Background: an optimization exercise with open tools, aiming at small area and few clock cycles. Do not read the settings as production practice. Only simulation tests tie the RTL to the original design; equivalence was not proved.

===== flow/design.v =====
package riscv_pkg;
	localparam int xlen    = 32;
	localparam int depth   = 4;                           
	localparam int iq_w    = 12 + 3 + 5 + xlen;           
endpackage
module op_queue #(
	parameter int width = riscv_pkg::iq_w
) (
	input  logic             clk,
	input  logic             rst_n,
	input  logic             push,
	input  logic [width-1:0] push_data,
	input  logic             pop,
	output logic [width-1:0] head,
	output logic             not_empty,
	output logic             empty_nx      
);
	logic [width-1:0] mem [4];
	logic [1:0]       rd_ptr;
	logic [2:0]       count;
	logic [1:0]       wr_ptr;
	logic [2:0]       count_nx;
	assign wr_ptr    = rd_ptr + count[1:0];
	assign head      = mem[rd_ptr];
	assign not_empty = (count != 3'd0);
	assign count_nx  = count + {2'b0, push} - {2'b0, pop};
	assign empty_nx  = (count_nx == 3'd0);
	always_ff @(posedge clk) begin
		if (push)
			mem[wr_ptr] <= push_data;
	end
	always_ff @(posedge clk or negedge rst_n) begin
		if (!rst_n) begin
			rd_ptr <= '0;
			count  <= '0;
		end else begin
			if (pop)
				rd_ptr <= rd_ptr + 2'd1;
			count <= count_nx;
		end
	end
endmodule
module r_type_alu (
	input  logic [31:0] a,          
	input  logic [31:0] b,          
	input  logic [2:0]  f3,         
	input  logic        i30,        
	input  logic        i25,        
	input  logic        is_i,       
	output logic [31:0] d,          
	output logic        fast,       
	output logic [31:0] d_fast      
);
	logic        inv;
	logic [31:0] bb;
	logic [31:0] p;
	logic [31:0] g;
	logic [31:0] gg;
	logic [31:0] pp;
	logic [32:0] c;
	logic [31:0] sum;
	logic        lt;
	logic        ltu;
	logic        left;
	logic        fill;
	logic [31:0] sh [6];
	logic [31:0] shr;
	logic [31:0] shl;
	logic        legal;
	logic        s_add, s_sll, s_slt, s_sltu, s_xor, s_shr, s_or, s_and;
	assign inv = ~f3[2] & (f3[1] | (i30 & ~is_i));
	assign bb  = b ^ {32{inv}};
	assign p   = a ^ bb;
	assign g   = a & bb;
	always_comb begin
		gg    = g;
		pp    = p;
		gg[0] = g[0] | (p[0] & inv);
		for (int l = 0; l < 5; l++)
			for (int i = 0; i < 32; i++)
				if (((i + 1) % (1 << (l + 1))) == 0) begin
					gg[i] = gg[i] | (pp[i] & gg[i - (1 << l)]);
					pp[i] = pp[i] & pp[i - (1 << l)];
				end
		for (int l = 3; l >= 0; l--)
			for (int i = 0; i < 32; i++)
				if ((((i + 1) % (1 << (l + 1))) == (1 << l)) && (i >= (1 << (l + 1)))) begin
					gg[i] = gg[i] | (pp[i] & gg[i - (1 << l)]);
					pp[i] = pp[i] & pp[i - (1 << l)];
				end
	end
	assign c   = {gg, inv};
	assign sum = p ^ c[31:0];
	assign ltu = ~c[32];
	assign lt  = (a[31] ^ b[31]) ? a[31] : sum[31];
	assign left = ~f3[2];
	assign fill = i30 & a[31] & ~left;
	always_comb begin
		for (int k = 0; k < 32; k++)
			sh[0][k] = left ? a[31-k] : a[k];
		for (int s = 0; s < 5; s++)
			for (int k = 0; k < 32; k++)
				sh[s+1][k] = b[s] ? ((k + (1 << s) < 32) ? sh[s][k + (1 << s)] : fill) : sh[s][k];
		for (int k = 0; k < 32; k++)
			shl[k] = sh[5][31-k];
	end
	assign shr = sh[5];
	assign legal = is_i ? ~((f3 == 3'b001) & i30)
		: (~i25 & (~i30 | (f3 == 3'b000) | (f3 == 3'b101)));
	assign s_add  = legal & (f3 == 3'b000);
	assign s_sll  = legal & (f3 == 3'b001);
	assign s_slt  = legal & (f3 == 3'b010);
	assign s_sltu = legal & (f3 == 3'b011);
	assign s_xor  = legal & (f3 == 3'b100);
	assign s_shr  = legal & (f3 == 3'b101);
	assign s_or   = legal & (f3 == 3'b110);
	assign s_and  = legal & (f3 == 3'b111);
	assign fast   = ~legal | f3[2] | (f3[1:0] == 2'b01);
	assign d_fast = ({32{s_sll}} & shl) | ({32{s_shr}} & shr)
		| ({32{s_xor}} & p) | ({32{s_or}} & (p | g)) | ({32{s_and}} & g);
	assign d      = d_fast | ({32{s_add}} & sum) | {31'b0, (s_slt & lt) | (s_sltu & ltu)};
endmodule
module i_type_alu (
	input  logic [63:0]                 op,     
	output logic [riscv_pkg::iq_w-1:0] packed_op
);
	assign packed_op = {op[63:52], op[46:44], op[43:39], op[31:0]};
endmodule
module wb_arbiter (
	input  logic clk,
	input  logic rst_n,
	input  logic acc_r,         
	input  logic acc_i,         
	input  logic i_queued,      
	input  logic i_empty_nx,    
	output logic take_i,        
	output logic push_i,        
	output logic pop_i,         
	output logic r_credit,
	output logic i_credit,
	output logic wb_valid
);
	logic [2:0] owe_r;          
	logic [2:0] owe_r_acc;
	assign take_i   = ~acc_r & (acc_i | i_queued);
	assign pop_i    = ~acc_r & i_queued;
	assign push_i   = acc_i & (acc_r | i_queued);
	assign wb_valid = acc_r | take_i;
	assign i_credit  = take_i;
	assign owe_r_acc = owe_r + {2'b0, acc_r};
	assign r_credit  = (owe_r_acc != 3'd0) & (i_empty_nx | take_i);
	always_ff @(posedge clk or negedge rst_n) begin
		if (!rst_n)
			owe_r <= '0;
		else
			owe_r <= owe_r_acc - {2'b0, r_credit};
	end
endmodule
module exec_cluster (
	input  logic        clk,
	input  logic        rst_n,
	input  logic        r_valid,
	input  logic [95:0] r_op,
	output logic        r_credit,
	input  logic        i_valid,
	input  logic [63:0] i_op,
	output logic        i_credit,
	output logic        wb_valid,
	output logic [36:0] wb
);
	logic                       acc_r;
	logic                       acc_i;
	logic [riscv_pkg::iq_w-1:0] i_new;
	logic [riscv_pkg::iq_w-1:0] i_head;
	logic [riscv_pkg::iq_w-1:0] i_sel;
	logic                       i_queued;
	logic                       i_empty_nx;
	logic                       take_i;
	logic                       push_i;
	logic                       pop_i;
	logic [31:0]                a;
	logic [31:0]                b;
	logic [2:0]                 f3;
	logic                       i30;
	logic                       i25;
	logic [4:0]                 rd;
	logic [31:0]                d;
	logic                       wb_now;
	logic                       fast;
	logic [31:0]                d_fast;
	logic                       now_out;
	logic                       held;
	logic [36:0]                held_wb;
	assign acc_r = r_valid & rst_n;
	assign acc_i = i_valid & rst_n;
	i_type_alu u_i_fields (
		.op        (i_op),
		.packed_op (i_new)
	);
	op_queue u_i_queue (
		.clk       (clk),
		.rst_n     (rst_n),
		.push      (push_i),
		.push_data (i_new),
		.pop       (pop_i),
		.head      (i_head),
		.not_empty (i_queued),
		.empty_nx  (i_empty_nx)
	);
	wb_arbiter u_arbiter (
		.clk        (clk),
		.rst_n      (rst_n),
		.acc_r      (acc_r),
		.acc_i      (acc_i),
		.i_queued   (i_queued),
		.i_empty_nx (i_empty_nx),
		.take_i     (take_i),
		.push_i     (push_i),
		.pop_i      (pop_i),
		.r_credit   (r_credit),
		.i_credit   (i_credit),
		.wb_valid   (wb_now)
	);
	assign i_sel = i_queued ? i_head : i_new;
	always_comb begin
		if (acc_r) begin
			a   = r_op[63:32];
			b   = r_op[31:0];
			f3  = r_op[78:76];
			i30 = r_op[94];
			i25 = r_op[89];
			rd  = r_op[75:71];
		end else begin
			a   = i_sel[31:0];
			b   = {{20{i_sel[51]}}, i_sel[51:40]};
			f3  = i_sel[39:37];
			i30 = i_sel[50];
			i25 = 1'b0;
			rd  = i_sel[36:32];
		end
	end
	r_type_alu u_alu (
		.a    (a),
		.b    (b),
		.f3   (f3),
		.i30  (i30),
		.i25  (i25),
		.is_i (~acc_r),
		.d    (d),
		.fast (fast),
		.d_fast (d_fast)
	);
	assign now_out = wb_now & fast & ~held;
	assign wb_valid = held | now_out;
	assign wb       = held ? held_wb : {rd, d_fast};
	always_ff @(posedge clk or negedge rst_n) begin
		if (!rst_n)
			held <= 1'b0;
		else
			held <= wb_now & ~now_out;
	end
	always_ff @(posedge clk) begin
		held_wb <= {rd, d};
	end
endmodule

===== flow/flow/run.sh =====
#!/bin/bash
# Standard ORFS layout, with plain minimum-size buffers on the ports
# instead of the delay cells buffer_ports picks by default.
cp standard.sh standard_copy.txt
export BUFFER_PORTS_ARGS="-buffer_cell sky130_fd_sc_hd__buf_1"
bash standard.sh > standard.log 2>&1

===== flow/standard.sh =====
#!/bin/bash
# synth_recipe.tcl (not shown) runs the flow's synth.tcl, then flattens the netlist and writes it again
# the make line also repeats each setting of config.mk as NAME=value (left out here)
make -C /OpenROAD-flow-scripts/flow DESIGN_CONFIG=/design/flow/config.mk WORK_HOME=/design/flow/orfs CLKGATE_MAP_FILE= SYNTH_SCRIPT=/design/flow/synth_recipe.tcl "${@:-finish}"

===== flow/config.mk =====
export PLATFORM = sky130hd
export DESIGN_NAME = exec_cluster
export DESIGN_NICKNAME = exec_cluster
export VERILOG_FILES = /design/flow/design.v
export SDC_FILE = /design/flow/constraint.sdc
export NUM_CORES = 4
export LEC_CHECK = 0
export ABC_AREA = 1
export CAP_MARGIN = 20
export CORE_MARGIN = 2
export CORE_UTILIZATION = 55
export CTS_CLUSTER_DIAMETER = 100
export CTS_CLUSTER_SIZE = 24
export SLEW_MARGIN = 20

===== flow/constraint.sdc =====
create_clock -name core_clock -period 6.0 [get_ports {clk}]
set_input_delay 1.2000 -clock core_clock [delete_from_list [all_inputs] [get_ports {clk}]]
set_output_delay 1.2000 -clock core_clock [all_outputs]
set_load 0.01 [all_outputs]

==> results.sh, run 1 <==
export IMPL_numCtsBuffers=15
export IMPL_synth_distinct_cells=51
export IMPL_root_buffer="clkbuf_16"
export IMPL_worst_setup_path_type="input pin to output pin"
export IMPL_synth_cell_area_um2=17400
export IMPL_cp_cell_sequence="buf_1 -> nand2_2 -> inv_2 -> a21oi_4 -> buf_4 -> buf_4 -> o211ai_2 -> nand3_2 -> buf_4 -> inv_2 -> nand3_1 -> nand2_1 -> nand2_1 -> nand2_1 -> nand2_1 -> nand3_1 -> nand3_1 -> nand3_1 -> nand2_1 -> nand2_1 -> buf_1"
export IMPL_slew_headroom_pct=43.1
export IMPL_crit_arrival_ns=4.57
export IMPL_n_fill_cell=2883
export IMPL_antenna_left=0
export IMPL_rows=65
export IMPL_grt_overflow=0
export IMPL_clk_pin_slew_ns=0.09
export IMPL_cts_sinks=254
export IMPL_globalRouteTotalUtil_pct=33.8
export IMPL_finalHoldViolCount=0
export IMPL_critPathSlowestCell="inv_2"
export IMPL_setup_viol=0
export IMPL_route_detailed_drc=0
export IMPL_layout_drive_gt1_share_pct=6.78
export IMPL_syn_inst=2261
export IMPL_final_common_cell="nand2_1"
export IMPL_synth_warnings=5
export IMPL_dr_pass1_iters=5
export IMPL_worst_pin_slew_ns=0.853
export IMPL_outcome="timing/DRC/antenna clean"
export IMPL_dpl_hpwl_um=40500
export IMPL_period_needed_ns=5.77
export IMPL_cts_hold_buf=0
export IMPL_antenna_cells=0
export IMPL_finalMaxSlewViolations=0
export IMPL_coreArea_um2=31400
export IMPL_fin_nets=2646
export IMPL_wire_per_inst_um=20.3
export IMPL_fin_worst_skew_ns=0.0299
export IMPL_antenna_found_initial=0
export IMPL_finalSetupTns_ns=0
export IMPL_cp_startpoint="rst_n"
export IMPL_cts_tree="built"
export IMPL_drt_wl_total_um=56900
export IMPL_rr_worst_depth=27
export IMPL_clock_path_buffers=3
export IMPL_cp_buffers_inverters=7
export IMPL_vias=16300
export IMPL_layout_cells_most_common_list="nand2_1 (622), nand3_1 (453), inv_1 (240)"
export IMPL_hold_path_class="flop to flop"
export IMPL_die_area_um2=33200
export IMPL_grt_max_degree=61
export IMPL_synth_yosys_seq_area_share_pct=41.3
export IMPL_avgSynthCellArea_um2=7.72
export IMPL_r2r_slack_ns=0.56
export IMPL_vias_per_cell=5.80
export IMPL_ctsResizeCount=0
export IMPL_worstSkewPairLatency_ns=0.52
export IMPL_finalWeightedCongestion=0.949
export IMPL_fmax_ghz=0.173
export IMPL_ys_ff_latch=254
export IMPL_fp_dieH_um=182
export IMPL_fin_util_pct=60.4
export IMPL_reg2reg_from="u_i_queue.rd_ptr[0]"
export IMPL_grt_pass1_wl_um=85400
export IMPL_io_buffers=169
export IMPL_postCtsSetupBuffers=0
export IMPL_max_cap_viol_count=0
export IMPL_start_util_pct=55.6
export IMPL_cts_htree_levels=1
export IMPL_slowest_delay_ns=0.50
export IMPL_syn_nets=2513
export IMPL_worst_path_max_fanout=33
export IMPL_rsz0062_at_grt="no"
export IMPL_ioPinCount=204
export IMPL_period_share_pct=96.1
export IMPL_first_iter_violations=1828
export IMPL_crit_path_end_kind="output pin"
export IMPL_die_x_um=182
export IMPL_whs_ns=0.571
export IMPL_critical_path_cell_count=21
export IMPL_reg2reg_to="held_wb[0]"
export IMPL_cp_endpoint="wb[14]"
export IMPL_grt_pass1_vias=14800
export IMPL_cpLargestDelayFamily="simple AND/OR/NAND/NOR gates"
export IMPL_path_common_cell="nand2_1"
export IMPL_syn2layout_area_growth_pct=8.71
export IMPL_critPathLaunchType="input pin"
export IMPL_critPathRequiredTime_ns=4.80
metal layers:
metal / routed length, um / GRT usage (%) / part of all wire [%]
met4: 2290 / 12.9 / 4.0
met5: 0 / 0 / 0
met2: 25300 / 52.8 / 45
met3: 4920 / 5.33 / 8.6
met1: 24300 / 47.8 / 43
flip-flops by register name, summed over array words and instances (netlist names):
register	cells
u_i_queue.rd_ptr	2
u_arbiter.owe_r	3
u_i_queue.count	3
held_wb	37
held	1
u_i_queue.mem	208
worst reg2reg max path: stages (launching register included):
cell and delay, ns:
dfrtp_4 0.57, inv_2 0.27, buf_4 0.63, nand2_1 0.13, nand3_1 0.10, nand2_1 0.14
nand2_1 0.11, nand3_2 0.07, nand2_1 0.09, nand2_1 0.10, fa_1 0.49, inv_1 0.09
a31o_2 0.16, a21boi_0 0.14, inv_1 0.11, nand3_1 0.07, nand2_1 0.18, nand2_1 0.08
nand2_1 0.09, a21oi_1 0.09, o31a_1 0.28, fa_1 0.46, xnor2_1 0.16, maj3_1 0.40
nand3_1 0.09, nand2_1 0.06, nand3_1 0.06, nand4_1 0.09
worst min-delay path by stage:
stage                                   from            endpoint  slack [ns]  cells past startpoint
after floorplan           u_i_queue.count[2]  u_i_queue.count[2]        0.52                      1
after global placement    u_i_queue.count[2]  u_i_queue.count[2]        0.54                      1
after detailed placement  u_i_queue.count[2]  u_i_queue.count[2]        0.55                      1
after CTS                 u_i_queue.count[2]  u_i_queue.count[2]        0.56                      1
after global routing      u_i_queue.count[2]  u_i_queue.count[2]        0.59                      1
final                     u_i_queue.count[2]  u_i_queue.count[2]        0.57                      1
cells in the mapped netlist, drive strengths merged:
library cell	instances	area share, %
clkbuf	27	0.58
o21ai	67	1.9
a21oi	49	1.8
a22oi	2	0.086
xor2	23	1.2
o22ai	10	0.36
o221ai	5	0.25
inv	252	5.4
buf	101	3.2
a2111oi	1	0.050
maj3	1	0.057
o2111ai	24	1.2
o211ai	2	0.11
a31o	1	0.050
nor2	140	3.3
o21a	1	0.043
o31a	1	0.050
nor3	7	0.20
a21boi	1	0.043
nand2	634	14
edfxtp	208	36
nor4	5	0.18
dfxtp	37	4.2
dfrtp	9	1.3
ha	71	5.1
nand4	42	1.5
a31oi	7	0.25
nand3	460	13
a21o	1	0.043
or2	15	0.54
o32a	1	0.057
o21bai	4	0.17
fa	17	2.0
o31ai	5	0.22
xnor2	30	1.5
cells by family after synthesis:
| kind of cell | after synthesis | share of synthesized area, % |
|---|---|---|
| DFF | 254 | 41.3 |
| buffers and inverters | 380 | 9.25 |
| adders and majority gates | 89 | 7.10 |
| AOI/OAI and AO/OA | 182 | 6.71 |
| and+or+nand+nor | 1303 | 32.9 |
| xor gates and xnor gates | 53 | 2.66 |
stage by stage:
step	area (um^2)	cells	setup WS [ns]
after detailed placement	18500	2779	0.0164
after global routing	19000	2805	0.0135
after floorplan	17400	2261	0.0681
after CTS	19000	2805	0.308
final	19000	2805	0.231
after global placement	18500	2779	0.155
layout make-up:
cell class | instances | area, um^2 | area share, %
flip-flops and latches | 254 | 7220 | 38.1
clock inverters | 4 | 52.6 | 0.277
clock buffers | 22 | 402 | 2.12
multi-input cells | 1627 | 8650 | 45.6
well taps | 402 | 503 | 2.65
repair buffers | 244 | 1200 | 6.31
inverters | 252 | 946 | 4.99
Testbench counts, summed over its fixed seeds: cycles 3,451.
==> run 2, diff against run 1 <==
--- a/flow/config.mk
+++ b/flow/config.mk
@@ -8,7 +8,7 @@
 export ABC_AREA = 1
 export CAP_MARGIN = 20
 export CORE_MARGIN = 2
-export CORE_UTILIZATION = 55
+export CORE_UTILIZATION = 62
 export CTS_CLUSTER_DIAMETER = 100
 export CTS_CLUSTER_SIZE = 24
 export SLEW_MARGIN = 20
==> results.sh, run 2 <==
export IMPL_outcome="timing/DRC/antenna clean"
export IMPL_ys_top_cells_by_area="edfxtp_1 (36%), nand2_1 (13%), nand3_1 (13%)"
export IMPL_root_buffer="clkbuf_16"
export IMPL_vias_per_cell=6.00
export IMPL_largest_reg_flops=208
export IMPL_syn2layout_area_growth_pct=8.21
export IMPL_async_flop_share_pct=3.54
export IMPL_cts_sinks=254
export IMPL_grt_max_degree=64
export IMPL_numCtsBuffers=15
export IMPL_hold_path_class="flop to flop"
export IMPL_antenna_left=0
export IMPL_cts_tree="built"
export IMPL_drt_wl_total_um=55000
export IMPL_finalHoldViolCount=0
export IMPL_rows=61
export IMPL_finalMaxSlewViolations=0
export IMPL_regMostFlops="u_i_queue.mem"
export IMPL_avgSynthCellArea_um2=7.72
export IMPL_ys_top_cells_by_count="nand2_1 (624), nand3_1 (453), inv_1 (242), edfxtp_1 (208), nor2_1 (135)"
export IMPL_period_needed_ns=5.75
export IMPL_yosys_most_used_dff="edfxtp_1"
export IMPL_io_buffers=169
export IMPL_coreArea_um2=27800
export IMPL_finalWeightedCongestion=0.995
export IMPL_crit_path_end_kind="output pin"
export IMPL_worst_setup_path_type="input pin to output pin"
export IMPL_clk_pin_slew_ns=0.10
export IMPL_max_cap_viol_count=0
export IMPL_synth_edff_count=208
export IMPL_ctsResizeCount=0
export IMPL_synth_most_common_cell="nand2_1"
export IMPL_syn_inst=2261
export IMPL_layout_drive_gt1_share_pct=6.13
export IMPL_critPathLaunchType="input pin"
export IMPL_die_x_um=172
export IMPL_clock_path_buffers=3
export IMPL_synth_largest_area_cell="edfxtp_1"
export IMPL_fmax_ghz=0.174
export IMPL_top_regs="u_i_queue.mem: 208 flops, held_wb: 37 flops"
export IMPL_period_share_pct=95.8
export IMPL_wire_per_inst_um=19.9
export IMPL_setup_viol=0
export IMPL_worst_path_max_fanout=59
export IMPL_antenna_cells=0
export IMPL_grt_overflow=0
export IMPL_worstSkewPairLatency_ns=0.53
export IMPL_grt_pass1_vias=15200
export IMPL_synth_cell_area_um2=17400
export IMPL_fp_dieH_um=172
export IMPL_fin_worst_skew_ns=0.0329
export IMPL_slew_headroom_pct=31.2
export IMPL_antenna_found_initial=0
export IMPL_dpl_hpwl_um=38500
export IMPL_grt_pass1_wl_um=83900
export IMPL_worst_pin_slew_ns=1.03
export IMPL_globalRouteTotalUtil_pct=37.2
export IMPL_vias=16600
export IMPL_critPathRequiredTime_ns=4.80
export IMPL_netlist_area_leader_share_pct=35.8
export IMPL_final_common_cell="nand2_1"
export IMPL_final_cell_area_um2=18900
export IMPL_ys_ff_latch=254
export IMPL_ioPinCount=204
export IMPL_cts_hold_buf=0
export IMPL_syn_nets=2513
export IMPL_route_detailed_drc=0
export IMPL_whs_ns=0.563
export IMPL_crit_arrival_ns=4.55
export IMPL_synth_yosys_seq_area_share_pct=41.3
export IMPL_synth_distinct_cells=51
export IMPL_layout_cells_most_common_list="nand2_1 (623), nand3_1 (453), inv_1 (241)"
export IMPL_start_util_pct=62.8
export IMPL_synth_warnings=5
export IMPL_die_area_um2=29500
export IMPL_rsz0062_at_grt="yes"
export IMPL_postCtsSetupBuffers=0
export IMPL_first_iter_violations=2156
export IMPL_cts_htree_levels=1
export IMPL_dr_pass1_iters=6
export IMPL_placed_area_um2=18400
export IMPL_fin_nets=2629
## run 2: changes by cell type in the layout (fill, tap and decap cells not counted), moves of 2 or more
cell      previous run  this run
buf_4               75        51
nand2_4              2         4
buf_6                0         3
clkbuf_1             7         3
nand2_2             10         7
buf_12               0         3
## run 2: logic make-up (layout without fill, tap and decap cells)
kind of cell,count (synthesis),in the layout,share of synthesized area [%]
AND/OR/NAND/NOR,1303,1304,32.9
buffers and inverters,380,500,9.25
flip-flops,254,254,41.3
AO/OA/AOI/OAI,182,182,6.71
adder cells (fa/ha/maj),89,89,7.10
XOR/XNOR,53,53,2.66
## run 2: layout make-up
type | count | area, um^2
fill | 2388 | 8900
multi-input combinational | 1628 | 8670
sequential | 254 | 7220
timing repair buffer | 226 | 1110
inverter | 252 | 946
tap | 378 | 473
clock buffer | 18 | 387
clock inverter | 4 | 75.1
## run 2: final timing paths
path / start / cells after the start / to / slack, ns
min reg2reg: u_i_queue.count[2] / 1 / u_i_queue.count[2] / 0.56
max reg2reg: u_i_queue.rd_ptr[0] / 26 / held_wb[0] / 0.51
min: u_i_queue.count[2] / 1 / u_i_queue.count[2] / 0.56
max: rst_n / 21 / wb[0] / 0.25
max in group asynchronous: rst_n / 2 / u_i_queue.rd_ptr[0] / 5.18
min in group asynchronous: rst_n / 2 / u_i_queue.count[2] / 0.65
## run 2: layer usage
layer | up-vias | routed length, um | track usage, %
met1 | 7750 | 22300 | 51.5
met4 | 0 | 2320 | 14.5
met3 | 131 | 5350 | 5.22
met5 | - | 0 | 0
li1 | 7763 | - | -
met2 | 921 | 25000 | 59.5
## run 2: critical path, stage by stage
cell      delay, ns
buf_1          0.10
nand2_2        0.18
inv_2          0.14
a21oi_4        0.17
buf_12         0.33
o211ai_2       0.15
nand3_2        0.14
buf_4          0.38
inv_2          0.35
nand2_1        0.23
nand2_1        0.08
nand2_1        0.09
nand2_1        0.07
nand2_1        0.09
nand2_1        0.05
nand2_1        0.15
nand3_1        0.13
nand3_1        0.10
nand2_1        0.06
nand2_1        0.14
buf_1          0.18
## run 2: stage by stage
stage	instances	setup slack (ns)	setup TNS, ns	utilization, %
2_1_floorplan	2261	0.0681	0	-
3_3_place_gp	2737	0.137	0	66.2
3_5_place_dp	2737	0.0384	0	66.2
4_1_cts	2759	0.119	0	67.8
5_1_grt	2760	-0.0428	-0.0428	67.9
6_report	2760	0.253	0	67.9

[static timing again, ports no longer ideal]
In the flow no input, the clock included, has a driving cell. The finished layouts below were timed again as built, in two steps. Step 1 assumes that a clkbuf_16 drives the clock port and a buf_2 every other input. Step 2, shift: input delay + t, output delay - t, t = (earliest + latest rising clock arrival at the registers) / 2. This alone moves slack from input paths to output paths. Slacks: ideal / step 1 / step 2; pairs: ideal / step 1.
| run | t, ns | slack for setup (ns) | hold WS [ns] |
|---|---|---|---|
| run 1 | 0.557 | 0.231 / 0.203 / -0.018 | 0.571 / 0.571 / 0.571 |
| run 2 | 0.568 | 0.253 / 0.233 / -0.037 | 0.563 / 0.563 / 0.563 |
With both steps, setup timing fails in run 1 and run 2, where it was met with ideal ports. For run 2, which loses most, drivers alone change the setup slack by -0.020 ns; drivers and shift together by -0.290 ns.
